This is an optimization exercise on Yosys and OpenROAD, whose aim is small area and few clock cycles, not a production implementation. Only simulation tests tie the RTL to the original design; equivalence was not proved. Power figures rest on the tool's default switching activity, not on a simulated workload.

File: design/flow/flow/run.sh
#!/bin/bash
# The standard layout (standard.sh) with three changes:
#  - synthesis maps the logic with flow/abc_area.script (an area-recovering
#    ABC mapping) in place of ORFS's area script; everything else in the
#    synthesis, registers included, is synth_recipe.tcl unchanged;
#  - the port buffers use the smallest buffer cell (repair_design still
#    upsizes any that need it);
#  - clock tree synthesis clusters the flip-flops under clkbuf_4 leaf
#    buffers without dummy balancing loads.
# Each tool logs to orfs/logs as usual; make's output goes to flow_make.log.
set -euo pipefail
HERE=$(pwd)
cat > "$HERE/synth_wrap.tcl" <<EOT
proc abc {args} {
  set i [lsearch \$args -script]
  if { \$i >= 0 } { lset args [expr {\$i + 1}] $HERE/flow/abc_area.script }
  yosys abc {*}\$args
}
source $HERE/synth_recipe.tcl
EOT
sed "s#SYNTH_SCRIPT=[^ ]*#SYNTH_SCRIPT=$HERE/synth_wrap.tcl#" standard.sh > standard_wrap.sh
grep -q "SYNTH_SCRIPT=$HERE/synth_wrap.tcl" standard_wrap.sh
export BUFFER_PORTS_ARGS="-buffer_cell sky130_fd_sc_hd__buf_1"
export CTS_ARGS="-sink_clustering_enable -repair_clock_nets -dont_use_dummy_load -sink_clustering_size 10 -sink_clustering_max_diameter 50 -buf_list sky130_fd_sc_hd__clkbuf_4"
bash standard_wrap.sh > flow_make.log 2>&1
File: design/flow/design.v
package ips_pkg;
  localparam int CFG_W       = 24;
  localparam int NUM_CFG     = 8;
  localparam int CFG_IDX_W   = 3;
  localparam int IN_TDATA_W  = 40;
  localparam int IN_TUSER_W  = 2;
  localparam int OUT_TDATA_W = 8;
  typedef logic [CFG_W-1:0]     cfg_word_t;
  typedef logic [CFG_IDX_W-1:0] cfg_idx_t;
  localparam cfg_idx_t CFG_IGNITION_STABLE = 3'd0;
  localparam cfg_idx_t CFG_CRANK_GRACE     = 3'd1;
  localparam cfg_idx_t CFG_BUS_IDLE_SLEEP  = 3'd2;
  localparam cfg_idx_t CFG_SCREEN_ON_DELAY = 3'd3;
  localparam cfg_idx_t CFG_IGNITION_LOSS   = 3'd4;
  localparam cfg_idx_t CFG_SHUTDOWN_PULSE  = 3'd5;
  localparam cfg_idx_t CFG_SHUTDOWN_GAP    = 3'd6;
  localparam cfg_idx_t CFG_POWERDOWN_WAIT  = 3'd7;
  localparam logic [NUM_CFG*CFG_W-1:0] CFG_RESET = {
    24'd20000, 24'd500, 24'd500, 24'd2000,
    24'd2000, 24'd30000, 24'd3000, 24'd500
  };
  typedef enum logic [2:0] {
    MODE_WAIT    = 3'd0,
    MODE_RUN     = 3'd1,
    MODE_PULSE1  = 3'd2,
    MODE_GAP1    = 3'd3,
    MODE_PULSE2  = 3'd4,
    MODE_GAP2    = 3'd5,
    MODE_PDOWN   = 3'd6,
    MODE_SLEEP   = 3'd7
  } ips_mode_t;
  typedef enum logic [1:0] {
    OP_TICK     = 2'd0,
    OP_IGNITION = 2'd1,
    OP_BUS      = 2'd2,
    OP_RESET    = 2'd3
  } ips_op_t;
  typedef struct packed {
    ips_op_t     opcode;
    logic        ignition_on;
    logic        keep_dcdc_on;
    logic [31:0] now_ms;
  } ips_item_t;
  typedef struct packed {
    logic      dcdc_relay;
    logic      shutdown_relay;
    logic      screen_visible;
    ips_mode_t mode;
  } ips_result_t;
endpackage
import ips_pkg::*;
module ips_fsm #(
  parameter int IGNITION_GAP_RESET_MS = 1000,
  parameter int TIME_BITS             = 32
) (
  input  logic               clk,
  input  logic               rst,
  input  logic               step,
  input  ips_pkg::ips_item_t item,
  input  logic [ips_pkg::NUM_CFG-1:0][ips_pkg::CFG_W-1:0] cfg,
  output ips_pkg::ips_result_t result
);
  localparam int LO_W = (TIME_BITS < CFG_W) ? TIME_BITS : CFG_W;
  localparam logic [CFG_W-1:0] GAP_LIM = IGNITION_GAP_RESET_MS + 1;
  ips_pkg::ips_mode_t mode, mode_next;
  logic [TIME_BITS-1:0] ts_a, ts_b, ts_l;
  logic b_zero, b_zero_next;
  logic l_zero;
  logic a_wr, b_wr, b_clr, l_wr;
  logic on_pend, on_pend_next;
  logic off_pend, off_pend_next;
  logic dcdc, dcdc_next;
  logic scr_pend, scr_pend_next;
  function automatic logic elapsed(logic [TIME_BITS-1:0] nnow_v,
                                   logic [TIME_BITS-1:0] t,
                                   logic [CFG_W-1:0] d);
    logic c;
    logic cb;
    logic y;
    logic eq_hi;
    logic wrap_hi;
    c  = 1'b0;
    cb = 1'b0;
    for (int i = 0; i < LO_W; i++) begin
      y  = nnow_v[i] ^ t[i] ^ c;
      c  = (nnow_v[i] & t[i]) | (nnow_v[i] & c) | (t[i] & c);
      cb = (y & d[i]) | (y & cb) | (d[i] & cb);
    end
    for (int i = LO_W; i < CFG_W; i++) cb = cb | d[i];
    eq_hi   = 1'b1;
    wrap_hi = 1'b1;
    for (int i = LO_W; i < TIME_BITS; i++) begin
      eq_hi = eq_hi & (nnow_v[i] ^ t[i]);
      if (i == LO_W) wrap_hi = wrap_hi & !(nnow_v[i] ^ t[i]);
      else           wrap_hi = wrap_hi & ((nnow_v[i] ^ t[i]) ^ (nnow_v[i-1] & t[i-1]));
    end
    elapsed = !cb | !(c ? wrap_hi : eq_hi);
  endfunction
  logic [TIME_BITS-1:0] now_t, nnow;
  logic                 now_zero;
  logic                 sel_l;
  logic [TIME_BITS-1:0] op2;
  logic [CFG_W-1:0]     lim_a, lim_2;
  logic                 el_a, el_g, el_2;
  logic                 op2_unset;
  assign now_t = item.now_ms;
  assign nnow  = ~item.now_ms;
  assign now_zero = (now_t == '0);
  assign sel_l     = (mode == MODE_WAIT) && !on_pend;
  assign op2       = sel_l ? ts_l : ts_b;
  assign op2_unset = sel_l ? l_zero : b_zero;
  logic m_wait, m_run, m_pulse, m_gap;
  assign m_wait  = (mode == MODE_WAIT);
  assign m_run   = (mode == MODE_RUN);
  assign m_pulse = (mode == MODE_PULSE1) || (mode == MODE_PULSE2);
  assign m_gap   = (mode == MODE_GAP1) || (mode == MODE_GAP2);
  assign lim_a = ({CFG_W{m_wait}}  & cfg[CFG_IGNITION_STABLE])
                | ({CFG_W{m_run}}   & cfg[CFG_SCREEN_ON_DELAY])
                | ({CFG_W{m_pulse}} & cfg[CFG_SHUTDOWN_PULSE])
                | ({CFG_W{m_gap}}   & cfg[CFG_SHUTDOWN_GAP]);
  assign lim_2 = ({CFG_W{m_wait && on_pend}}  & GAP_LIM)
                | ({CFG_W{m_wait && !on_pend}} & cfg[CFG_BUS_IDLE_SLEEP])
                | ({CFG_W{m_run}}              & cfg[CFG_IGNITION_LOSS])
                | ({CFG_W{!m_wait && !m_run}}  & cfg[CFG_POWERDOWN_WAIT]);
  assign el_a = elapsed(nnow, ts_a, lim_a);
  assign el_g = elapsed(nnow, ts_a, cfg[CFG_CRANK_GRACE]);
  assign el_2 = elapsed(nnow, op2, lim_2);
  always_comb begin
    logic grace;
    logic gap;
    logic loss;
    mode_next     = mode;
    a_wr          = 1'b0;
    b_wr          = 1'b0;
    l_wr          = 1'b0;
    b_clr         = 1'b0;
    on_pend_next  = on_pend;
    off_pend_next = off_pend;
    dcdc_next     = dcdc;
    scr_pend_next = scr_pend;
    grace = !el_g;
    gap   = !op2_unset && el_2;
    loss  = op2_unset ? (cfg[CFG_IGNITION_LOSS] == '0) : el_2;
    case (item.opcode)
      OP_TICK: begin
        case (mode)
          MODE_WAIT: begin
            if (!on_pend) begin
              if (!off_pend && !op2_unset && el_2) begin
                mode_next  = MODE_SLEEP;
                dcdc_next  = 1'b1;
                l_wr       = 1'b1;
              end
            end else if (gap) begin
              on_pend_next  = 1'b0;
            end else if (el_a) begin
              mode_next     = MODE_RUN;
              dcdc_next     = 1'b1;
              a_wr          = 1'b1;
              b_clr         = 1'b1;
              scr_pend_next = 1'b1;
              on_pend_next  = 1'b0;
              off_pend_next = 1'b0;
            end
          end
          MODE_RUN: begin
            if (scr_pend && el_a) begin
              scr_pend_next = 1'b0;
              if (off_pend && op2_unset && !grace) b_wr = 1'b1;
            end else if (!scr_pend && off_pend && !grace) begin
              if (op2_unset) b_wr = 1'b1;
              if (loss) begin
                mode_next  = MODE_PULSE1;
                a_wr       = 1'b1;
                b_wr       = 1'b1;
              end
            end
          end
          MODE_PULSE1: if (el_a) begin mode_next = MODE_GAP1;   a_wr = 1'b1; end
          MODE_GAP1:   if (el_a) begin mode_next = MODE_PULSE2; a_wr = 1'b1; end
          MODE_PULSE2: if (el_a) begin mode_next = MODE_GAP2;   a_wr = 1'b1; end
          MODE_GAP2:   if (el_a) begin mode_next = MODE_PDOWN;                end
          MODE_PDOWN: begin
            if (el_2) begin
              mode_next     = MODE_WAIT;
              dcdc_next     = 1'b0;
              on_pend_next  = 1'b0;
              off_pend_next = 1'b0;
              l_wr          = 1'b1;
            end
          end
          default: begin
          end
        endcase
      end
      OP_IGNITION: begin
        if (item.ignition_on) begin
          off_pend_next = 1'b0;
          case (mode)
            MODE_WAIT: begin
              if (!on_pend || op2_unset || el_2) begin
                on_pend_next = 1'b1;
                a_wr         = 1'b1;
              end
              b_wr = 1'b1;
            end
            MODE_RUN: begin
              b_clr = 1'b1;
            end
            default: begin
              mode_next    = MODE_WAIT;
              dcdc_next    = 1'b1;
              on_pend_next = 1'b1;
              a_wr         = 1'b1;
              b_wr         = 1'b1;
            end
          endcase
        end else begin
          on_pend_next  = 1'b0;
          off_pend_next = 1'b1;
          if (mode == MODE_RUN && !scr_pend && op2_unset) b_wr = 1'b1;
        end
      end
      OP_BUS: begin
        l_wr = 1'b1;
      end
      default: begin
        mode_next     = MODE_WAIT;
        dcdc_next     = item.keep_dcdc_on || (mode != MODE_PDOWN);
        scr_pend_next = 1'b0;
        on_pend_next  = 1'b0;
        off_pend_next = 1'b0;
        l_wr          = 1'b1;
      end
    endcase
  end
  assign b_zero_next = b_wr ? now_zero : (b_clr || b_zero);
  always_ff @(posedge clk) begin
    if (step && a_wr) ts_a <= now_t;
    if (step && b_wr) ts_b <= now_t;
    if (step && l_wr) ts_l <= now_t;
  end
  always_ff @(posedge clk) begin
    if (rst) begin
      mode     <= MODE_WAIT;
      b_zero   <= 1'b1;
      l_zero   <= 1'b1;
      on_pend  <= 1'b0;
      off_pend <= 1'b0;
      dcdc     <= 1'b0;
      scr_pend <= 1'b0;
    end else if (step) begin
      mode     <= mode_next;
      b_zero   <= b_zero_next;
      if (l_wr) l_zero <= now_zero;
      on_pend  <= on_pend_next;
      off_pend <= off_pend_next;
      dcdc     <= dcdc_next;
      scr_pend <= scr_pend_next;
    end
  end
  assign result.dcdc_relay     = dcdc;
  assign result.shutdown_relay = (mode == MODE_PULSE1) || (mode == MODE_PULSE2);
  assign result.screen_visible = (mode == MODE_RUN) && !scr_pend;
  assign result.mode           = mode;
endmodule
import ips_pkg::*;
module ignition_power_supervisor #(
  parameter int IGNITION_GAP_RESET_MS = 1000,
  parameter int TIME_BITS             = 32
) (
  input  logic                             clk,
  input  logic                             rst,
  input  logic                             s_tvalid,
  output logic                             s_tready,
  input  logic [ips_pkg::IN_TDATA_W-1:0]   s_tdata,    
  input  logic [ips_pkg::IN_TUSER_W-1:0]   s_tuser,    
  output logic                             m_tvalid,
  input  logic                             m_tready,
  output logic [ips_pkg::OUT_TDATA_W-1:0]  m_tdata,    
  input  logic                             cfg_valid,
  output logic                             cfg_ready,
  input  ips_pkg::cfg_idx_t                cfg_index,
  input  ips_pkg::cfg_word_t               cfg_data
);
  logic [ips_pkg::NUM_CFG-1:0][ips_pkg::CFG_W-1:0] cfg;
  ips_pkg::ips_item_t   in_item;
  ips_pkg::ips_result_t res;
  logic        out_valid;
  logic        accept;
  assign cfg_ready = 1'b1;
  logic [ips_pkg::CFG_W-1:0] cfg_d0, cfg_d1;
  assign cfg_d0 = cfg_data & {ips_pkg::CFG_W{!rst}};
  assign cfg_d1 = cfg_data | {ips_pkg::CFG_W{rst}};
  for (genvar i = 0; i < NUM_CFG; i++) begin : g_cfg
    logic                      cfg_we;
    logic [ips_pkg::CFG_W-1:0] cfg_rv;
    assign cfg_we = rst || (cfg_valid && cfg_index == i);
    assign cfg_rv = CFG_RESET[i*CFG_W +: CFG_W];
    always_ff @(posedge clk) begin
      if (cfg_we) begin
        for (int b = 0; b < CFG_W; b++) begin
          cfg[i][b] <= cfg_rv[b] ? cfg_d1[b] : cfg_d0[b];
        end
      end
    end
  end
  assign s_tready = !out_valid || m_tready;
  assign accept   = s_tvalid && s_tready;
  assign in_item.opcode       = ips_pkg::ips_op_t'(s_tuser);
  assign in_item.ignition_on  = s_tdata[0];
  assign in_item.keep_dcdc_on = s_tdata[1];
  assign in_item.now_ms       = s_tdata[33:2];
  ips_fsm #(
    .IGNITION_GAP_RESET_MS (IGNITION_GAP_RESET_MS),
    .TIME_BITS             (TIME_BITS)
  ) u_fsm (
    .clk    (clk),
    .rst    (rst),
    .step   (accept),
    .item   (in_item),
    .cfg    (cfg),
    .result (res)
  );
  always_ff @(posedge clk) begin
    if (rst) begin
      out_valid <= 1'b0;
    end else if (accept) begin
      out_valid <= 1'b1;
    end else if (m_tready) begin
      out_valid <= 1'b0;
    end
  end
  assign m_tvalid = out_valid;
  assign m_tdata  = {2'b00, res.mode, res.screen_visible,
                     res.shutdown_relay, res.dcdc_relay};
endmodule
File: design/flow/flow/abc_area.script
&get -n
&st
&dch
&nf -R 1000
&put
topo
File: design/flow/standard.sh
#!/bin/bash
# synth_recipe.tcl (not shown) runs the flow's synth.tcl, then flattens the netlist and writes it again
# the make line also repeats each setting of config.mk as NAME=value (left out here)
make -C /OpenROAD-flow-scripts/flow DESIGN_CONFIG=/design/flow/config.mk WORK_HOME=/design/flow/orfs CLKGATE_MAP_FILE= SYNTH_SCRIPT=/design/flow/synth_recipe.tcl "${@:-finish}"
File: design/flow/constraint.sdc
create_clock -name core_clock -period 15.0 [get_ports {clk}]
set_input_delay 3.0000 -clock core_clock [delete_from_list [all_inputs] [get_ports {clk}]]
set_output_delay 3.0000 -clock core_clock [all_outputs]
set_load 0.01 [all_outputs]
File: design/flow/config.mk
export PLATFORM = sky130hd
export DESIGN_NAME = ignition_power_supervisor
export DESIGN_NICKNAME = ignition_power_supervisor
export VERILOG_FILES = /design/flow/design.v
export SDC_FILE = /design/flow/constraint.sdc
export NUM_CORES = 4
export LEC_CHECK = 0
export ABC_AREA = 1
export CAP_MARGIN = 20
export CORE_MARGIN = 2
export CORE_UTILIZATION = 75
export SLEW_MARGIN = 20
==> results of run 1 <==
[cell type report]
type                            count  share of cell area [%]
Sequential cell                   298                    61.3
Multi-Input combinational cell    497                    28.9
Timing Repair Buffer              112                    4.47
Tap cell                          225                    1.95
Clock buffer                       35                    1.82
Inverter                           57                    1.48
[cells in the final DEF, fill, tap and decap left out, types with 9 or more instances in the layout]
| cell | instances |
|---|---|
| nand4_1 | 9 |
| o22ai_1 | 14 |
| nor4_1 | 15 |
| dfxtp_1 | 10 |
| nor2b_1 | 26 |
| nor2_1 | 23 |
| a21oi_1 | 19 |
| maj3_1 | 26 |
| clkbuf_4 | 35 |
| mux2_1 | 30 |
| fa_1 | 39 |
| edfxtp_1 | 288 |
| o21ai_0 | 18 |
| or2_0 | 13 |
| a22oi_1 | 20 |
| buf_1 | 74 |
| nand2_1 | 80 |
| clkinv_1 | 57 |
| a222oi_1 | 43 |
| ha_1 | 19 |
| buf_4 | 31 |
[repair_timing]
action                                  4_1_cts  5_1_grt
gates resized for setup                       0        9
buffers inserted                              0        1
hold buffers                                  0        0
hold endpoints to repair                      0        0
endpoints found under the setup margin        0       70
[metal layers]
metal	GRT usage [%]	part of all wire [%]	up-vias
met5	0	0	-
met2	58.1	52	541
met3	5.19	8.8	105
li1	-	-	3659
met1	42.0	35	4169
met4	16.3	4.3	0
[sequential cells by signal, summed over array words and instances, names as in the netlist]
register / count
u_fsm.on_pend: 1
u_fsm.ts_b: 32
out_valid: 1
u_fsm.l_zero: 1
cfg: 192
u_fsm.dcdc: 1
u_fsm.off_pend: 1
u_fsm.scr_pend: 1
u_fsm.b_zero: 1
u_fsm.mode: 3
u_fsm.ts_l: 32
u_fsm.ts_a: 32
[worst max-delay path: cells and delay by family]
family / cells / cell delay (ns)
buffers and inverters: 5 / 0.59
AOI/OAI and AO/OA: 7 / 1.26
adders and majority gates: 24 / 9.69
and+or+nand+nor: 1 / 0.31
[logic make-up (layout without fill, tap and decap cells)]
family                     Yosys count  in the layout  share of synthesized area, %
adders and majority gates           91             91                          10.7
buffers and inverters               62            204                          1.90
DFF                                298            298                          67.0
xor gates and xnor gates            11             11                         0.729
AOI/OAI and AO/OA                  163            163                          9.57
and+or+nand+nor                    196            196                          7.24
muxes                               33             33                          2.78
other                                2              3                        0.0568
[where the power goes]
group | leakage (µW) | internal (µW) | switching, µW | total, µW
registers | 0.00284 | 981 | 26.2 | 1010
logic | 0.00181 | 148 | 220 | 368
clock network | 0.000161 | 108 | 237 | 346
[final timing paths]
| path | startpoint | slack, ns | cells after the start | endpoint |
|---|---|---|---|---|
| worst min-delay path | u_fsm.l_zero$_SDFFE_PP1P_ | 0.48 | 2 | u_fsm.l_zero$_SDFFE_PP1P_ |
| worst min register to register | u_fsm.l_zero$_SDFFE_PP1P_ | 0.48 | 2 | u_fsm.l_zero$_SDFFE_PP1P_ |
| worst max-delay path | s_tdata[2] | 0.48 | 37 | u_fsm.ts_a[29]$_DFFE_PP_ |
| worst max register to register | u_fsm.mode[0]$_SDFFE_PP0P_ | 1.78 | 38 | u_fsm.ts_a[29]$_DFFE_PP_ |
[stage by stage]
| step | utilization (%) | hold WS (ns) | setup slack (ns) |
|---|---|---|---|
| floorplan | - | 0.420 | -0.0458 |
| global placement | 81.7 | 0.442 | -0.192 |
| detailed placement | 81.7 | 0.459 | -0.592 |
| CTS | 83.2 | 0.476 | 0.0352 |
| global route | 83.7 | 0.505 | 0.0194 |
| finish | 83.7 | 0.484 | 0.482 |
==> flow_summary.json, run 1 <==
{
  "drc": 0,
  "numCtsBuffers": 35,
  "finalSetupTns_ns": 0,
  "antenna_found_initial": 0,
  "grt_pass1_wl_mm": 46.3,
  "ios": 85,
  "overflow": 0,
  "insertion_delay_ns": 0.65,
  "gp_congestion": 0.945,
  "rows": 48,
  "critPathKind": "input pin to flop",
  "cp.arrival_ns": 14.85,
  "antennaDiodeCount": 0,
  "drtIter0Drc": 843,
  "rsz0062_at_grt": "no",
  "crit_required_ns": 15.33,
  "timing.final.hold_violations": 0,
  "fin_crit_ns": 14.52,
  "ant_nets": 0,
  "htreeDepth": 2,
  "multi_input_area_mm2": 0.00418,
  "final_cells": 1224,
  "start_util_pct": 76.6,
  "ys_async_sr_fraction_pct": 0,
  "avgSynthCellArea_um2": 15.4,
  "syn_inst": 856,
  "peakVddDrop_mv": 0.110,
  "yosysMostFrequentCell": "edfxtp_1",
  "ys_top_cells_by_area": "edfxtp_1 (65%), fa_1 (7.0%), a222oi_1 (3.3%), mux2_1 (2.6%), nand2_1 (2.3%)",
  "p_leak_uw": 0.00481,
  "cpPeakStageDelay_ns": 0.48,
  "critPathLaunchType": "input pin",
  "die-area_mm2": 0.0187,
  "post-route-cell-area_mm2": 0.0144,
  "vias": 8474,
  "seq_area_frac_synth_pct": 67.0,
  "finalPower_uw": 1720,
  "ys_warn_count": 2,
  "slew_violations": 0,
  "period_share_pct": 96.8,
  "wl_mm": 30.1,
  "dpl.hpwl_mm": 20.2,
  "clk_pin_slew_worst_paths_ns": 0.11,
  "dpl_cell_area_mm2": 0.0141,
  "slowest_stage": "fa_1",
  "grt_max_degree": 56,
  "tightestPinTransition_ns": 0.685,
  "clock_skew_ns": 0.0656,
  "coreArea_mm2": 0.0172,
  "drive_gt1_share_pct": 8.81,
  "crit_path_end_kind": "flop",
  "die_h_um": 137,
  "synth_edf_count": 288,
  "syn2layout_area_growth_pct": 9.21,
  "regArea_mm2": 0.00885,
  "numPortBuffers": 75,
  "finalSetupViolCount": 0,
  "status": "complete, no violations",
  "netlist_area_mm2": 0.0132,
  "cp_common_cell": "fa_1",
  "max_cap_violations": 0,
  "p_per_area_mw_per_mm2": 119,
  "max_slew_margin_pct": 54.4,
  "fmaxAchievable_ghz": 0.0689,
  "fillers": 860,
  "cts_buffer_depth": 3,
  "hold_path_class": "flop to flop",
  "synth_commonest_cells": "edfxtp_1 (288), nand2_1 (80), clkinv_1 (57)",
  "die_w_um": 137,
  "wl_per_cell_um": 24.6,
  "synth_top_area_share_pct": 65.5,
  "synth.distinct_cells": 52,
  "grt_pass1_vias": 8793,
  "cp_max_fo": 8,
  "cts_tree": "done",
  "synthFlopType": "edfxtp_1",
  "grt.total_usage_pct": 33.6,
  "clockRootBuffer": "clkbuf_4",
  "yosys.area.top_type": "edfxtp_1",
  "placed_cells": 1186,
  "nets": 1140,
  "avgViaCountPerCell": 6.92,
  "firstDrtPassIters": 10,
  "cts_sinks": 298,
  "ys_ff_latch": 298
}
Testbench counts, summed over its fixed seeds: cycles 36,016.
==> run 2, diff against run 1 <==
--- a/design/flow/config.mk
+++ b/design/flow/config.mk
@@ -8,5 +8,5 @@
 export ABC_AREA = 1
 export CAP_MARGIN = 20
 export CORE_MARGIN = 2
-export CORE_UTILIZATION = 75
+export CORE_UTILIZATION = 55
 export SLEW_MARGIN = 20
==> flow_summary.json, run 2 <==
{
  "status": "complete, no violations",
  "rsz0062_at_grt": "no",
  "firstDrtPassIters": 7,
  "grt_pass1_vias": 8484,
  "finalPower_uw": 1730,
  "synth_edf_count": 288,
  "antenna_found_initial": 1,
  "rows": 56,
  "cpPeakStageDelay_ns": 0.49,
  "numPortBuffers": 75,
  "wl_mm": 30.8,
  "coreArea_mm2": 0.0235,
  "timing.final.hold_violations": 0,
  "nets": 1141,
  "slew_violations": 0,
  "avgSynthCellArea_um2": 15.4,
  "period_share_pct": 96.1,
  "p_per_area_mw_per_mm2": 119,
  "ios": 85,
  "ys_async_sr_fraction_pct": 0,
  "synth_commonest_cells": "edfxtp_1 (288), nand2_1 (80), clkinv_1 (57)",
  "synth.distinct_cells": 52,
  "hold_path_class": "flop to flop",
  "die_h_um": 159,
  "crit_buf_inv": 5,
  "p_leak_uw": 0.00481,
  "start_util_pct": 56.1,
  "max_slew_margin_pct": 51.4,
  "netlist_area_mm2": 0.0132,
  "wl_per_cell_um": 23.3,
  "ant_nets": 0,
  "final_common_cell": "edfxtp_1",
  "max_cap_violations": 0,
  "finalSetupTns_ns": 0,
  "syn2layout_area_growth_pct": 9.93,
  "syn_inst": 856,
  "avgViaCountPerCell": 6.04,
  "critPathKind": "input pin to flop",
  "vias": 7974,
  "die_w_um": 159,
  "dp_slack_ns": -0.337,
  "tightestPinTransition_ns": 0.729,
  "final_cells": 1320,
  "fin_crit_ns": 14.41,
  "drive_gt1_share_pct": 8.80,
  "dpl.hpwl_mm": 20.0,
  "clk_pin_slew_worst_paths_ns": 0.09,
  "crit_required_ns": 15.30,
  "largest_reg_flops": 192,
  "cts_tree": "done",
  "die-area_mm2": 0.0253,
  "mostFrequentLayoutCells": "edfxtp_1 (288), nand2_1 (80), buf_1 (74)",
  "insertion_delay_ns": 0.67,
  "slowest_stage": "fa_1",
  "grt.total_usage_pct": 24.4,
  "synth_top_area_share_pct": 65.5,
  "top_register": "cfg",
  "cp_common_cell": "fa_1",
  "overflow": 0,
  "numCtsBuffers": 37,
  "fmaxAchievable_ghz": 0.0694,
  "cts_sinks": 298,
  "ys_top_cells_by_area": "edfxtp_1 (65%), fa_1 (7.0%), a222oi_1 (3.3%), mux2_1 (2.6%), nand2_1 (2.3%)",
  "grt_max_degree": 56,
  "cts_hold_buf": 0,
  "yosysMostFrequentCell": "edfxtp_1",
  "ys_warn_count": 2,
  "grt_pass1_wl_mm": 46.8,
  "cts_buffer_depth": 3,
  "critPathLaunchType": "input pin",
  "crit_family": "adder cells",
  "clockRootBuffer": "clkbuf_4",
  "yosys.area.top_type": "edfxtp_1",
  "setup_ws_ns": 0.588,
  "ys_ff_latch": 298,
  "finalSetupViolCount": 0,
  "cp_max_fo": 8,
  "htreeDepth": 2,
  "drc": 0,
  "whs_ns": 0.480,
  "placed_cells": 1281,
  "gp_congestion": 0.859,
  "clock_skew_ns": 0.0832,
  "cp.arrival_ns": 14.71,
  "seq_area_frac_synth_pct": 67.0,
  "peakVddDrop_mv": 0.0834,
  "crit_path_end_kind": "flop",
  "drtIter0Drc": 746,
  "synthFlopType": "edfxtp_1"
}
-- run 2: tightest hold or removal path, delay by kind of cell (launching register included) --
| family | cells | cell delay (ns) |
|---|---|---|
| buf+inv | 1 | 0.05 |
| flops | 1 | 0.32 |
| compound gates | 1 | 0.06 |
-- run 2: area by class of cell --
class,instances,area [µm²]
Fill cell,1868,9020
Inverter,57,214
Timing Repair Buffer,111,608
Multi-Input combinational cell,497,4170
Tap cell,319,399
Clock buffer,37,278
Antenna cell,1,2.50
Sequential cell,298,8850
-- run 2: cell families (layout without fill, tap and decap cells) --
logic type      Yosys count  count (layout)  synth area share (%)
flops                   298             298                  67.0
simple gates            196             196                  7.24
compound gates          163             163                  9.57
fa+ha+maj                91              91                  10.7
buf+inv                  62             205                  1.90
mux                      33              33                  2.78
xor+xnor                 11              11                 0.729
other cells               2               4                0.0568
-- run 2: per-layer routing --
metal | vias to the layer above | global-route usage [%] | wire length, µm
met3 | 54 | 3.99 | 1680
met1 | 3983 | 30.0 | 12200
met4 | 0 | 6.94 | 665
li1 | 3660 | - | -
met2 | 277 | 44.9 | 16200
met5 | - | 0 | 0
-- run 2: path summary, 6_finish.rpt --
kind,startpoint,endpoint,slack (ns),cells past startpoint
max,s_tdata[2],u_fsm.ts_a[7]$_DFFE_PP_,0.59,37
min,u_fsm.dcdc$_SDFFE_PP0P_,u_fsm.dcdc$_SDFFE_PP0P_,0.48,2
max reg2reg,u_fsm.mode[0]$_SDFFE_PP0P_,u_fsm.dcdc$_SDFFE_PP0P_,1.92,38
min reg2reg,u_fsm.dcdc$_SDFFE_PP0P_,u_fsm.dcdc$_SDFFE_PP0P_,0.48,2
-- run 2: stage by stage --
stage               utilization, %  area, µm²
finish                        61.7      14500
global route                  61.7      14500
CTS                           61.5      14500
detailed placement            60.3      14200
global placement              60.3      14200
floorplan                        -      13200
-- run 2: what timing repair did --
action	in CTS	in global routing
buffers inserted	0	0
gates resized for setup	0	11
setup endpoints to repair	0	70
endpoints found under the hold margin	0	0
-- run 2: power breakdown --
part / internal [µW] / switching (µW)
combinational: 147 / 218
clock: 114 / 245
sequential: 981 / 23.9
total: 1240 / 487
==> run 3, diff against run 2 <==
--- a/design/flow/config.mk
+++ b/design/flow/config.mk
@@ -8,5 +8,6 @@
 export ABC_AREA = 1
 export CAP_MARGIN = 20
 export CORE_MARGIN = 2
-export CORE_UTILIZATION = 55
+export CORE_UTILIZATION = 65
+export GPL_ROUTABILITY_DRIVEN = 0
 export SLEW_MARGIN = 20
==> flow_summary.json, run 3 <==
{
  "cp_common_cell": "fa_1",
  "worstHoldPathCells": 2,
  "cts_buffer_depth": 3,
  "critPathLaunchType": "input pin",
  "clockRootBuffer": "clkbuf_4",
  "cp.arrival_ns": 14.75,
  "numPortBuffers": 75,
  "fmaxAchievable_ghz": 0.0693,
  "cts_tree": "done",
  "largest_reg_flops": 192,
  "insertion_delay_ns": 0.66,
  "drive_gt1_share_pct": 8.90,
  "mostFrequentLayoutCells": "edfxtp_1 (288), nand2_1 (80), buf_1 (74)",
  "clock_skew_ns": 0.0734,
  "dpl_cell_area_mm2": 0.0142,
  "vias": 8084,
  "syn2layout_area_growth_pct": 9.85,
  "cpPeakStageDelay_ns": 0.48,
  "cp_max_fo": 7,
  "startpoint": "s_tdata[2]",
  "grt.total_usage_pct": 28.0,
  "cts_sinks": 298,
  "peakVddDrop_mv": 0.0790,
  "finalSetupViolCount": 0,
  "slowest_stage": "fa_1",
  "wl_mm": 29.5,
  "fillers": 1347,
  "coreArea_mm2": 0.0201,
  "synth_edf_count": 288,
  "synth_top_area_share_pct": 65.5,
  "setup_ws_ns": 0.574,
  "critPathKind": "input pin to flop",
  "die_h_um": 147,
  "status": "complete, no violations",
  "p_leak_uw": 0.00482,
  "crit_required_ns": 15.32,
  "wl_per_cell_um": 23.2,
  "overflow": 0,
  "drc": 0,
  "yosysMostFrequentCell": "edfxtp_1",
  "drtIter0Drc": 834,
  "cts_hold_buf": 0,
  "period_share_pct": 96.2,
  "max_slew_margin_pct": 55.4,
  "ys_ff_latch": 298,
  "final_common_cell": "edfxtp_1",
  "synthFlopType": "edfxtp_1",
  "endpoint": "u_fsm.ts_a[10]$_DFFE_PP_",
  "fin_util_pct": 72.2,
  "rrSetupSlack_ns": 1.63,
  "syn_inst": 856,
  "hold_path_class": "flop to flop",
  "netlist_area_mm2": 0.0132,
  "ant_nets": 0,
  "nets": 1141,
  "htreeDepth": 2,
  "ios": 85,
  "max_cap_violations": 0,
  "avgViaCountPerCell": 6.36,
  "avgSynthCellArea_um2": 15.4,
  "synth_commonest_cells": "edfxtp_1 (288), nand2_1 (80), clkinv_1 (57)",
  "seq_area_frac_synth_pct": 67.0,
  "antenna_found_initial": 1,
  "crit_path_end_kind": "flop",
  "dpl.hpwl_mm": 19.4,
  "post-route-cell-area_mm2": 0.0145,
  "tightestPinTransition_ns": 0.663,
  "slew_violations": 0,
  "ys_top_cells_by_area": "edfxtp_1 (65%), fa_1 (7.0%), a222oi_1 (3.3%), mux2_1 (2.6%), nand2_1 (2.3%)",
  "die_w_um": 147,
  "yosys.area.top_type": "edfxtp_1",
  "synth.distinct_cells": 52,
  "ys_warn_count": 2,
  "top_register": "cfg",
  "firstDrtPassIters": 6,
  "r2r_end": "u_fsm.ts_a[10]$_DFFE_PP_",
  "ys_async_sr_fraction_pct": 0,
  "grt_pass1_wl_mm": 45.5,
  "fin_crit_ns": 14.43,
  "clk_pin_slew_worst_paths_ns": 0.10,
  "grt_pass1_vias": 8387,
  "reg2reg_depth": 38,
  "numCtsBuffers": 36,
  "die-area_mm2": 0.0215,
  "dp_slack_ns": -0.395,
  "rows": 52,
  "timing.rr.start": "u_fsm.mode[0]$_SDFFE_PP0P_",
  "p_per_area_mw_per_mm2": 119,
  "grt_max_degree": 56,
  "timing.final.hold_violations": 0,
  "start_util_pct": 65.7
}
[run 3: cell types whose count changed in the layout (fill, tap and decap cells not counted), sizes merged]
| cell | delta |
|---|---|
| diode | +1 |
[run 3: area by class of cell]
cell class | count | area (µm²) | share of cell area [%]
Sequential cell | 298 | 8850 | 61.0
Multi-Input combinational cell | 497 | 4180 | 28.8
Timing Repair Buffer | 112 | 658 | 4.53
Tap cell | 270 | 338 | 2.33
Clock buffer | 36 | 270 | 1.86
Inverter | 57 | 214 | 1.47
Antenna cell | 2 | 5.00 | 0.0345
[run 3: cell families after synthesis]
logic type	after synthesis	share of synthesized area (%)
fa+ha+maj	91	10.7
other cells	2	0.0568
xor+xnor	11	0.729
compound gates	163	9.57
mux	33	2.78
flops	298	67.0
buf+inv	62	1.90
simple gates	196	7.24
[run 3: worst max-delay path, delay by kind of cell]
family                     cells  cell delay, ns
and+or+nand+nor                1            0.34
buffers and inverters          5            0.59
adders and majority gates     24            9.57
AOI/OAI and AO/OA              7            1.22
[run 3: metrics by stage]
| stage | TNS (ns) | cells | total power [µW] | hold slack (ns) |
|---|---|---|---|---|
| final | 0 | 1272 | 1720 | 0.455 |
| after global routing | -0.487 | 1271 | 1800 | 0.470 |
| after CTS | 0 | 1267 | 1720 | 0.456 |
| after detailed placement | -22.02 | 1231 | 1380 | 0.442 |
| after global placement | -9.21 | 1231 | 1370 | 0.440 |
| after floorplan | -1.46 | 857 | 1260 | 0.420 |
[run 3: where the power goes]
part           switching (µW)  internal, µW
clock                     240           111
combinational             216           148
sequential               24.2           981
total                     480          1240
[run 3: what timing repair did]
item / CTS / global route
endpoints found under the hold margin: 0 / 0
setup buffers: 0 / 1
setup endpoints to repair: 0 / 69
resized for setup: 0 / 10
[run 3: how the worst min path moves through the flow]
stage | start | end | slack (ns)
2_1_floorplan | u_fsm.dcdc$_SDFFE_PP0P_ | u_fsm.dcdc$_SDFFE_PP0P_ | 0.42
3_3_place_gp | u_fsm.dcdc$_SDFFE_PP0P_ | u_fsm.dcdc$_SDFFE_PP0P_ | 0.44
3_5_place_dp | u_fsm.dcdc$_SDFFE_PP0P_ | u_fsm.dcdc$_SDFFE_PP0P_ | 0.44
4_1_cts | u_fsm.dcdc$_SDFFE_PP0P_ | u_fsm.dcdc$_SDFFE_PP0P_ | 0.46
5_1_grt | u_fsm.dcdc$_SDFFE_PP0P_ | u_fsm.dcdc$_SDFFE_PP0P_ | 0.47
6_report | u_fsm.dcdc$_SDFFE_PP0P_ | u_fsm.dcdc$_SDFFE_PP0P_ | 0.45
[run 3: per-layer routing]
layer	track usage [%]	up-vias	part of all wire (%)
li1	-	3666	-
met5	0	-	0
met4	10.4	0	3.4
met2	49.3	342	52
met1	35.2	4006	38
met3	4.94	70	6.6
==> run 4, diff against run 3 <==
--- a/design/flow/config.mk
+++ b/design/flow/config.mk
@@ -9,5 +9,4 @@
 export CAP_MARGIN = 20
 export CORE_MARGIN = 2
 export CORE_UTILIZATION = 65
-export GPL_ROUTABILITY_DRIVEN = 0
 export SLEW_MARGIN = 20
==> flow_summary.json, run 4 <==
{
  "coreArea_mm2": 0.0201,
  "ys_ff_latch": 298,
  "start_util_pct": 65.7,
  "ys_async_sr_fraction_pct": 0,
  "synth_top_area_share_pct": 65.5,
  "wl_mm": 29.5,
  "drc": 0,
  "wl_per_cell_um": 23.2,
  "cpPeakStageDelay_ns": 0.48,
  "firstDrtPassIters": 6,
  "ys_top_cells_by_area": "edfxtp_1 (65%), fa_1 (7.0%), a222oi_1 (3.3%), mux2_1 (2.6%), nand2_1 (2.3%)",
  "dpl.hpwl_mm": 19.4,
  "fin_util_pct": 72.2,
  "yosys.area.top_type": "edfxtp_1",
  "period_share_pct": 96.2,
  "drtIter0Drc": 834,
  "die-area_mm2": 0.0215,
  "slew_violations": 0,
  "peakVddDrop_mv": 0.0790,
  "yosysMostFrequentCell": "edfxtp_1",
  "worstHoldPathCells": 2,
  "crit_path_end_kind": "flop",
  "hold_path_class": "flop to flop",
  "crit_required_ns": 15.32,
  "cp.arrival_ns": 14.75,
  "grt.total_usage_pct": 28.0,
  "final_common_cell": "edfxtp_1",
  "ant_nets": 0,
  "clockRootBuffer": "clkbuf_4",
  "ys_warn_count": 2,
  "die_h_um": 147,
  "rows": 52,
  "grt_max_degree": 56,
  "drive_gt1_share_pct": 8.90,
  "status": "complete, no violations",
  "insertion_delay_ns": 0.66,
  "multi_input_area_mm2": 0.00418,
  "synth_edf_count": 288,
  "max_cap_violations": 0,
  "syn2layout_area_growth_pct": 9.85,
  "fmaxAchievable_ghz": 0.0693,
  "timing.final.hold_violations": 0,
  "max_slew_margin_pct": 55.4,
  "finalSetupViolCount": 0,
  "cts_buffer_depth": 3,
  "cts_hold_buf": 0,
  "synthFlopType": "edfxtp_1",
  "cp_max_fo": 7,
  "die_w_um": 147,
  "ios": 85,
  "avgViaCountPerCell": 6.36,
  "clock_skew_ns": 0.0734,
  "fillers": 1347,
  "htreeDepth": 2,
  "numCtsBuffers": 36,
  "netlist_area_mm2": 0.0132,
  "mostFrequentLayoutCells": "edfxtp_1 (288), nand2_1 (80), buf_1 (74)",
  "nets": 1141,
  "syn_inst": 856,
  "seq_area_frac_synth_pct": 67.0,
  "post-route-cell-area_mm2": 0.0145,
  "antenna_found_initial": 1,
  "critPathKind": "input pin to flop",
  "grt_pass1_wl_mm": 45.5,
  "critPathLaunchType": "input pin",
  "reg2reg_depth": 38,
  "cts_sinks": 298,
  "cp_common_cell": "fa_1",
  "top_register": "cfg",
  "p_leak_uw": 0.00482,
  "grt_pass1_vias": 8387,
  "largest_reg_flops": 192,
  "vias": 8084,
  "clk_pin_slew_worst_paths_ns": 0.10,
  "synth.distinct_cells": 52,
  "gp_congestion": 0.909,
  "tightestPinTransition_ns": 0.663,
  "cts_tree": "done",
  "fin_crit_ns": 14.43,
  "regArea_mm2": 0.00885,
  "slowest_stage": "fa_1",
  "avgSynthCellArea_um2": 15.4,
  "synth_commonest_cells": "edfxtp_1 (288), nand2_1 (80), clkinv_1 (57)",
  "p_per_area_mw_per_mm2": 119,
  "overflow": 0,
  "dpl_cell_area_mm2": 0.0142,
  "numPortBuffers": 75
}
-- run 4: path summary, 6_finish.rpt --
kind | from | end | slack (ns)
hold reg to reg | u_fsm.dcdc$_SDFFE_PP0P_ | u_fsm.dcdc$_SDFFE_PP0P_ | 0.45
setup reg to reg | u_fsm.mode[0]$_SDFFE_PP0P_ | u_fsm.ts_a[10]$_DFFE_PP_ | 1.63
setup / recovery | s_tdata[2] | u_fsm.ts_a[10]$_DFFE_PP_ | 0.57
hold / removal | u_fsm.dcdc$_SDFFE_PP0P_ | u_fsm.dcdc$_SDFFE_PP0P_ | 0.45
-- run 4: final cells by class --
| class | count | share of cell area [%] |
|---|---|---|
| clock buffer | 36 | 1.86 |
| antenna | 2 | 0.0345 |
| multi-input combinational | 497 | 28.8 |
| tap | 270 | 2.33 |
| sequential | 298 | 61.0 |
| timing repair buffer | 112 | 4.53 |
| inverter | 57 | 1.47 |
-- run 4: worst max-delay path: cells and delay by family --
| kind | cells | cell delay, ns |
|---|---|---|
| AND/OR/NAND/NOR | 1 | 0.34 |
| buffers and inverters | 5 | 0.59 |
| adder cells (fa/ha/maj) | 24 | 9.57 |
| AO/OA/AOI/OAI | 7 | 1.22 |
-- run 4: through the flow --
step / instances / power (µW) / setup TNS, ns / hold WS, ns / worst slack (ns)
finish: 1272 / 1720 / 0 / 0.455 / 0.574
global placement: 1231 / 1370 / -9.21 / 0.440 / -0.205
global route: 1271 / 1800 / -0.487 / 0.470 / -0.0494
CTS: 1267 / 1720 / 0 / 0.456 / 0.259
detailed placement: 1231 / 1380 / -22.02 / 0.442 / -0.395
floorplan: 857 / 1260 / -1.46 / 0.420 / -0.0458
-- run 4: kinds of logic after synthesis --
kind of cell / after synthesis / share of synthesized area [%]
flip-flops: 298 / 67.0
AND/OR/NAND/NOR: 196 / 7.24
AO/OA/AOI/OAI: 163 / 9.57
adder cells (fa/ha/maj): 91 / 10.7
buffers and inverters: 62 / 1.90
multiplexers: 33 / 2.78
XOR/XNOR: 11 / 0.729
other: 2 / 0.0568
-- run 4: per-layer routing --
layer,GRT usage [%],vias to the layer above,wire length [µm]
met5,0,-,0
met1,35.2,4006,11100
met2,49.3,342,15400
met3,4.94,70,1950
li1,-,3666,-
met4,10.4,0,999
-- run 4: where the power goes --
part           leakage, µW  internal (µW)  switching, µW  total, µW
clock network     0.000166            111            240        351
logic              0.00181            148            216        364
registers          0.00284            981           24.2       1010
total              0.00482           1240            480       1720
-- run 4: repair_timing --
action,CTS,global route
setup buffers,0,1
gates resized for setup,0,10
endpoints found under the setup margin,0,69
hold endpoints to repair,0,0
==> run 5, diff against run 4 <==
--- a/design/flow/config.mk
+++ b/design/flow/config.mk
@@ -9,4 +9,5 @@
 export CAP_MARGIN = 20
 export CORE_MARGIN = 2
 export CORE_UTILIZATION = 65
+export PLACE_DENSITY = 0.85
 export SLEW_MARGIN = 20
==> flow_summary.json, run 5 <==
{
  "synth_edf_count": 288,
  "ys_top_cells_by_area": "edfxtp_1 (65%), fa_1 (7.0%), a222oi_1 (3.3%), mux2_1 (2.6%), nand2_1 (2.3%)",
  "synth.distinct_cells": 52,
  "drc": 0,
  "firstDrtPassIters": 7,
  "cts_buffer_depth": 3,
  "start_util_pct": 65.7,
  "peakVddDrop_mv": 0.0773,
  "rrSetupSlack_ns": 1.80,
  "timing.final.hold_violations": 0,
  "finalSetupViolCount": 0,
  "cp.arrival_ns": 14.89,
  "syn_inst": 856,
  "drive_gt1_share_pct": 8.53,
  "seq_area_frac_synth_pct": 67.0,
  "die_w_um": 147,
  "nets": 1138,
  "clkPwrFrac_pct": 20.6,
  "fmaxAchievable_ghz": 0.0688,
  "die_h_um": 147,
  "synthFlopType": "edfxtp_1",
  "post-route-cell-area_mm2": 0.0144,
  "crit_required_ns": 15.35,
  "ys_ff_latch": 298,
  "largest_reg_flops": 192,
  "top_register": "cfg",
  "whs_ns": 0.465,
  "avgSynthCellArea_um2": 15.4,
  "period_share_pct": 96.9,
  "ant_nets": 0,
  "p_int_uw": 1240,
  "crit_family": "adder cells",
  "critPathLaunchType": "input pin",
  "cp_max_fo": 16,
  "numCtsBuffers": 36,
  "cts_hold_buf": 0,
  "use_met3_pct": 4.91,
  "slew_violations": 0,
  "finalSetupTns_ns": 0,
  "synth_top_area_share_pct": 65.5,
  "ios": 85,
  "top_usage_layer": "met2",
  "tightestPinTransition_ns": 0.776,
  "cts_resized": 0,
  "grt_pass1_wl_mm": 45.8,
  "p_sw_uw": 485,
  "rows": 52,
  "status": "complete, no violations",
  "clockRootBuffer": "clkbuf_4",
  "cts_sinks": 298,
  "grt_max_degree": 56,
  "clk_pin_slew_worst_paths_ns": 0.10,
  "p_sw_share_pct": 28.1,
  "fin_crit_ns": 14.54,
  "synth_commonest_cells": "edfxtp_1 (288), nand2_1 (80), clkinv_1 (57)",
  "p_leak_uw": 0.00479,
  "netlist_area_mm2": 0.0132,
  "wl_mm": 29.2,
  "slowest_stage": "fa_1",
  "max_slew_margin_pct": 48.3,
  "hold_path_class": "flop to flop",
  "max_cap_violations": 0,
  "crit_path_end_kind": "flop",
  "postCtsSetupRepairBufs": 0,
  "cp_common_cell": "fa_1",
  "syn2layout_area_growth_pct": 9.30,
  "mostFrequentLayoutCells": "edfxtp_1 (288), nand2_1 (80), buf_1 (74)",
  "antenna_found_initial": 1,
  "dpl.hpwl_mm": 19.3,
  "ys_async_sr_fraction_pct": 0,
  "p_per_area_mw_per_mm2": 119,
  "clock_skew_ns": 0.0517,
  "critPathKind": "input pin to flop",
  "avgViaCountPerCell": 6.54,
  "insertion_delay_ns": 0.66,
  "dpl_cell_area_mm2": 0.0141,
  "gr-usage-met1_pct": 39.6,
  "seqPwrFrac_pct": 58.3,
  "die-area_mm2": 0.0215,
  "yosysMostFrequentCell": "edfxtp_1",
  "overflow": 0,
  "yosys.area.top_type": "edfxtp_1",
  "vias": 8299,
  "fillers": 1277,
  "drtIter0Drc": 1261,
  "htreeDepth": 2,
  "wl_per_cell_um": 23.0,
  "gr-usage-met2_pct": 44.7,
  "cts_tree": "done",
  "numPortBuffers": 75,
  "combPwrFrac_pct": 21.1,
  "ys_warn_count": 2,
  "crit_buf_inv": 5,
  "grt_pass1_vias": 8418,
  "coreArea_mm2": 0.0201,
  "gp_congestion": 0.869,
  "cpPeakStageDelay_ns": 0.50,
  "grt.total_usage_pct": 27.9,
  "final_common_cell": "edfxtp_1"
}
run 5: cell types whose count changed in the layout (fill, tap and decap cells not counted), sizes merged:
cell / delta
clkbuf: -2
buf: -1
run 5: final cells by class:
cell class	count	area (µm²)	share of cell area (%)
sequential	298	8850	61.3
multi-input combinational	497	4180	28.9
timing repair buffer	109	588	4.07
tap	270	338	2.34
clock buffer	36	270	1.87
inverter	57	214	1.48
antenna	2	5.00	0.0347
run 5: cell families (layout without fill, tap and decap cells):
family,count (synthesis),in the layout,synth area share (%)
buffers and inverters,62,202,1.90
adder cells (fa/ha/maj),91,91,10.7
AO/OA/AOI/OAI,163,163,9.57
multiplexers,33,33,2.78
flip-flops,298,298,67.0
other,2,5,0.0568
AND/OR/NAND/NOR,196,196,7.24
XOR/XNOR,11,11,0.729
run 5: per-stage QoR:
stage	utilization, %	total power (µW)	setup slack [ns]	cells
floorplan	-	1260	-0.0458	857
global placement	70.3	1360	-0.252	1231
detailed placement	70.3	1380	-0.581	1231
CTS	71.7	1720	0.0272	1267
global route	71.8	1800	-0.0110	1268
finish	71.8	1720	0.458	1269
run 5: path summary, 6_finish.rpt:
kind / start / to / cells past startpoint
max: s_tdata[2] / u_fsm.ts_a[14]$_DFFE_PP_ / 37
min: u_fsm.dcdc$_SDFFE_PP0P_ / u_fsm.dcdc$_SDFFE_PP0P_ / 2
max reg2reg: u_fsm.mode[0]$_SDFFE_PP0P_ / u_fsm.dcdc$_SDFFE_PP0P_ / 37
min reg2reg: u_fsm.dcdc$_SDFFE_PP0P_ / u_fsm.dcdc$_SDFFE_PP0P_ / 2
run 5: layer usage:
layer / vias to the layer above / routed length [µm]
li1: 3660 / -
met1: 4035 / 11300
met2: 526 / 14100
met3: 78 / 2950
met4: 0 / 779
met5: - / 0
run 5: power groups by stage:
stage               registers, µW  logic, µW  clock network, µW
floorplan                    1020        240                  0
global placement             1020        339                  0
detailed placement           1020        355                  0
CTS                          1000        360                356
global route                 1010        396                390
finish                       1010        363                355
run 5: worst reg2reg max path: cells and delay by family, from the launching register on:
kind / cells / cell delay [ns]
mux: 1 / 0.39
simple gates: 6 / 1.80
compound gates: 3 / 0.76
buf+inv: 2 / 0.12
flops: 1 / 0.45
fa+ha+maj: 25 / 9.56

-- port drivers added, routing unchanged --
The results above use ideal ports. As a check the final layouts listed here were re-extracted and re-timed, cells and wires unchanged. Step 1 (the two cells are an assumption about what drives the block):
set clk [get_ports {clk}]
set_driving_cell -lib_cell sky130_fd_sc_hd__clkbuf_16 $clk
set_driving_cell -lib_cell sky130_fd_sc_hd__buf_2 [delete_from_list [all_inputs] $clk]
Step 2 times the ports against the registers' clock, not the clock port: input delays grow and output delays shrink by t, the midpoint of the rising clock arrivals with the driver on. a / b / c = ideal / step 1 / step 2; a / b = the first two.
run | shift t [ns] | setup slack, ns | worst slew at a driven data input, ns
run 1 | 0.654 | 0.482 / 0.494 / -0.160 | 0.07
run 2 | 0.667 | 0.588 / 0.603 / -0.064 | 0.06
run 3 | 0.666 | 0.574 / 0.587 / -0.079 | 0.07
run 4 | 0.666 | 0.574 / 0.587 / -0.079 | 0.07
run 5 | 0.675 | 0.458 / 0.475 / -0.200 | 0.08
With both steps, setup timing fails in every run listed, where it was met with ideal ports. For run 5, which loses most, drivers alone change the setup slack by +0.017 ns; drivers and shift together by -0.658 ns.
